From an optimization exercise on the open Yosys and OpenROAD flow, aimed at small area, a short achievable clock period and few clock cycles per item; shortcuts taken in it are not production practice.
The RTL was checked by simulation tests, not by an equivalence proof against the original design.

Setup of pine:
==> flow/design.v <==
module data_mem_responder #(
    parameter int DEPTH   = 64,
    parameter int LATENCY = 0
) (
    input  logic        clk,
    input  logic        rst_n,
    input  logic        req_valid,
    output logic        req_ready,
    input  logic        req_write,
    input  logic [31:0] req_addr,
    input  logic [31:0] req_wdata,
    output logic        resp_valid,
    input  logic        resp_ready,
    output logic [31:0] resp_rdata,
    output logic        resp_err
);
    logic        s1_v;       
    logic        s1_err;     
    logic [3:0][31:0] s1_q;  
    logic        s1_ok;      
    logic        s1_hit;     
    logic        p_v;        
    logic [7:0]  p_dlo;      
    logic [7:0]  p_dhi;
    logic [31:0] p_wdata;
    logic        o_v, o_err;
    logic [31:0] o_rdata;
    logic        k_v, k_err;    
    logic [31:0] k_rdata;
    logic        rdy_q;
    logic        acc, adv, take, st;
    logic        in_err;
    assign in_err = (req_addr[1:0] != 2'b00) || (req_addr[31:8] != 24'd0);
    assign acc    = req_valid & rdy_q;
    assign adv    = s1_v & ~k_v;           
    assign take   = o_v & resp_ready;
    assign st     = acc & req_write & ~in_err;
    logic [31:0] mem  [64];
    logic [63:0] wrtn;
    logic [31:0] rd;
    logic [63:0] sel;
    logic [3:0][31:0] q_n;
    logic [7:0] dlo, dhi;
    always_comb begin
        for (int j = 0; j < 8; j++) begin
            dlo[j] = (req_addr[4:2] == 3'(j));
            dhi[j] = (req_addr[7:5] == 3'(j));
        end
        for (int i = 0; i < 64; i++) sel[i] = dhi[i / 8] & dlo[i % 8];
    end
    always_ff @(posedge clk or negedge rst_n) begin
        if (!rst_n) p_v <= 1'b0;
        else        p_v <= st;
    end
    always_ff @(posedge clk) begin
        if (st) begin
            p_dlo   <= dlo;
            p_dhi   <= dhi;
            p_wdata <= req_wdata;
        end
    end
    always_ff @(posedge clk) begin
        for (int i = 0; i < 64; i++)
            if (p_v && p_dhi[i / 8] && p_dlo[i % 8]) mem[i] <= p_wdata;
    end
    always_ff @(posedge clk or negedge rst_n) begin
        if (!rst_n) wrtn <= '0;
        else
            for (int i = 0; i < 64; i++)
                if (p_v && p_dhi[i / 8] && p_dlo[i % 8]) wrtn[i] <= 1'b1;
    end
    logic hit;
    assign hit = p_v & (|(p_dlo & dlo)) & (|(p_dhi & dhi));
    always_comb begin
        for (int q = 0; q < 4; q++) begin
            q_n[q] = 32'd0;
            for (int i = 0; i < 16; i++)
                q_n[q] = q_n[q] | ({32{sel[16*q + i]}} & mem[16*q + i]);
        end
    end
    assign rd = (s1_hit ? p_wdata : (s1_q[0] | s1_q[1] | s1_q[2] | s1_q[3])) & {32{s1_ok}};
    logic s1_v_n, o_v_n, k_v_n;
    assign s1_v_n = acc | (s1_v & ~adv);
    assign k_v_n  = (k_v & ~take) | (adv & o_v & ~take);
    assign o_v_n  = (o_v & ~take) | k_v | adv;
    always_ff @(posedge clk or negedge rst_n) begin
        if (!rst_n) begin
            s1_v  <= 1'b0;
            o_v   <= 1'b0;
            k_v   <= 1'b0;
            rdy_q <= 1'b1;
        end else begin
            s1_v  <= s1_v_n;
            o_v   <= o_v_n;
            k_v   <= k_v_n;
            rdy_q <= ~(s1_v_n & o_v_n & k_v_n);
        end
    end
    always_ff @(posedge clk) begin
        if (acc) begin
            s1_err   <= in_err;
            s1_q     <= q_n;
            s1_ok    <= ~req_write & ~in_err & (|(wrtn & sel) | hit);
            s1_hit   <= hit;
        end
    end
    logic o_hold, o_lk, o_lr;
    assign o_hold = o_v & ~take;
    assign o_lk   = ~o_hold & k_v;
    assign o_lr   = ~o_hold & ~k_v;
    dmem_oreg u_o (
        .clk(clk), .hold(o_hold), .lk(o_lk), .lr(o_lr),
        .k({k_err, k_rdata}), .r({s1_err, rd}), .q({o_err, o_rdata})
    );
    always_ff @(posedge clk) begin
        if (adv && o_v && !take) begin
            k_rdata <= rd;
            k_err   <= s1_err;
        end
    end
    assign req_ready  = rdy_q;
    assign resp_valid = o_v;
    assign resp_rdata = o_rdata;
    assign resp_err   = o_err;
endmodule
module dmem_oreg (
    input  logic        clk,
    input  logic        hold,
    input  logic        lk,
    input  logic        lr,
    input  logic [32:0] k,
    input  logic [32:0] r,
    output logic [32:0] q
);
    always_ff @(posedge clk) q <= ({33{hold}} & q) | ({33{lk}} & k) | ({33{lr}} & r);
endmodule
==> flow/config.mk <==
export PLATFORM = sky130hd
export DESIGN_NAME = data_mem_responder
export DESIGN_NICKNAME = data_mem_responder
export VERILOG_FILES = /design/flow/design.v
export SDC_FILE = /design/flow/constraint.sdc
export NUM_CORES = 4
export LEC_CHECK = 0
export CAP_MARGIN = 20
export CORE_MARGIN = 2
export CORE_UTILIZATION = 58
export CTS_CLUSTER_DIAMETER = 100
export CTS_CLUSTER_SIZE = 20
export SETUP_SLACK_MARGIN = 2.7
export SLEW_MARGIN = 20
export SYNTH_HIERARCHICAL = 1
export SYNTH_MINIMUM_KEEP_SIZE = 0
export TNS_END_PERCENT = 10
==> flow/constraint.sdc <==
create_clock -name core_clock -period 5.0 [get_ports {clk}]
set_input_delay 1.0000 -clock core_clock [delete_from_list [all_inputs] [get_ports {clk}]]
set_output_delay 1.0000 -clock core_clock [all_outputs]
set_load 0.01 [all_outputs]
standard.sh (not shown) runs the stock make flow with config.mk's settings and CLKGATE_MAP_FILE= SYNTH_SCRIPT=/design/flow/synth_recipe.tcl, a recipe that flattens the netlist after the stock synthesis.
==> flow/flow/run.sh <==
#!/bin/bash
# The standard layout, unchanged except that the port buffers that
# buffer_ports adds to every input and output are buf_4 cells rather than
# the delay cell it picks by default (which later resizing, limited to the
# same footprint, can only swap for other delay cells).
set -euo pipefail
export BUFFER_PORTS_ARGS="-buffer_cell sky130_fd_sc_hd__buf_4"
bash standard.sh > standard_flow.log 2>&1
Testbench counts of pine, summed over its fixed seeds: cycles 4,816, items 4,800.
## Diff of input files: cedar against pine
-- flow/design.v --
<<< pine, line 21
    logic        s1_hit;     
    logic        p_v;        
    logic [7:0]  p_dlo;      
    logic [7:0]  p_dhi;
    logic [31:0] p_wdata;
    logic        o_v, o_err;
>>> cedar, line 21
    logic        s1_hit;     
    logic        p_v;        
    logic [5:0]  p_idx;
    logic [31:0] p_wdata;
    logic        o_v, o_err;
<<< pine, line 39
    logic [63:0] wrtn;
    logic [31:0] rd;
    logic [63:0] sel;
    logic [3:0][31:0] q_n;
>>> cedar, line 38
    logic [63:0] wrtn;
    logic [31:0] rd;
    always_ff @(posedge clk or negedge rst_n) begin
        if (!rst_n) p_v <= 1'b0;
        else        p_v <= st;
    end
    always_ff @(posedge clk) begin
        if (st) begin
            p_idx   <= req_addr[7:2];
            p_wdata <= req_wdata;
        end
    end
    always_ff @(posedge clk) begin
        for (int i = 0; i < 64; i++)
            if (p_v && p_idx == 6'(i)) mem[i] <= p_wdata;
    end
    always_ff @(posedge clk or negedge rst_n) begin
        if (!rst_n) wrtn <= '0;
        else
            for (int i = 0; i < 64; i++)
                if (p_v && p_idx == 6'(i)) wrtn[i] <= 1'b1;
    end
    logic hit;
    assign hit = p_v & (p_idx == req_addr[7:2]);
    logic [63:0] sel;
    logic [3:0][31:0] q_n;
<<< pine, line 49
        for (int i = 0; i < 64; i++) sel[i] = dhi[i / 8] & dlo[i % 8];
    end
    always_ff @(posedge clk or negedge rst_n) begin
        if (!rst_n) p_v <= 1'b0;
        else        p_v <= st;
    end
    always_ff @(posedge clk) begin
        if (st) begin
            p_dlo   <= dlo;
            p_dhi   <= dhi;
            p_wdata <= req_wdata;
        end
    end
    always_ff @(posedge clk) begin
        for (int i = 0; i < 64; i++)
            if (p_v && p_dhi[i / 8] && p_dlo[i % 8]) mem[i] <= p_wdata;
    end
    always_ff @(posedge clk or negedge rst_n) begin
        if (!rst_n) wrtn <= '0;
        else
            for (int i = 0; i < 64; i++)
                if (p_v && p_dhi[i / 8] && p_dlo[i % 8]) wrtn[i] <= 1'b1;
    end
    logic hit;
    assign hit = p_v & (|(p_dlo & dlo)) & (|(p_dhi & dhi));
    always_comb begin
        for (int q = 0; q < 4; q++) begin
>>> cedar, line 70
        for (int i = 0; i < 64; i++) sel[i] = dhi[i / 8] & dlo[i % 8];
    end
    always_comb begin
        for (int q = 0; q < 4; q++) begin
==> run notes <==
Net count after synthesis (cedar over pine): decrease, 347
Compared with pine, in cedar number of synthesized flops with an enable pin went down 10; sequential share of layout area held; combined global-route utilization of all metal layers lower; global routing usage on met2 decreased by 1.3 points relative to the old numbers.
Testbench counts of cedar, summed over its fixed seeds: cycles 4,816, items 4,800.

static timing again, ports no longer ideal:
Ports are ideal in the flow. The routed layouts listed here were re-timed in OpenROAD. Step 1 (the two cells are an assumption about what drives the block):
set clk [get_ports {clk}]
set_driving_cell -lib_cell sky130_fd_sc_hd__clkbuf_16 $clk
set_driving_cell -lib_cell sky130_fd_sc_hd__buf_2 [delete_from_list [all_inputs] $clk]
Step 2, shift: input delay + t, output delay - t, t = (earliest + latest rising clock arrival at the registers) / 2. This alone moves slack from input paths to output paths. Slacks: ideal / step 1 / step 2; pairs: ideal / step 1.
| run | t (ns) | setup WS [ns] | hold slack, ns | worst setup path after step 2 | worst data-port slew with drivers (ns) |
|---|---|---|---|---|---|
| pine | 0.894 | 2.482 / 2.462 / 1.618 | 0.117 / 0.051 / 0.470 | input to register | 0.19 |
| cedar | 0.876 | 2.433 / 2.371 / 1.495 | 0.041 / -0.020 / 0.460 | input to register | 0.16 |
After both steps setup and hold are still met in every run listed. The setup slack of cedar, which loses most, moves by -0.062 ns with the drivers and by -0.938 ns with both steps.
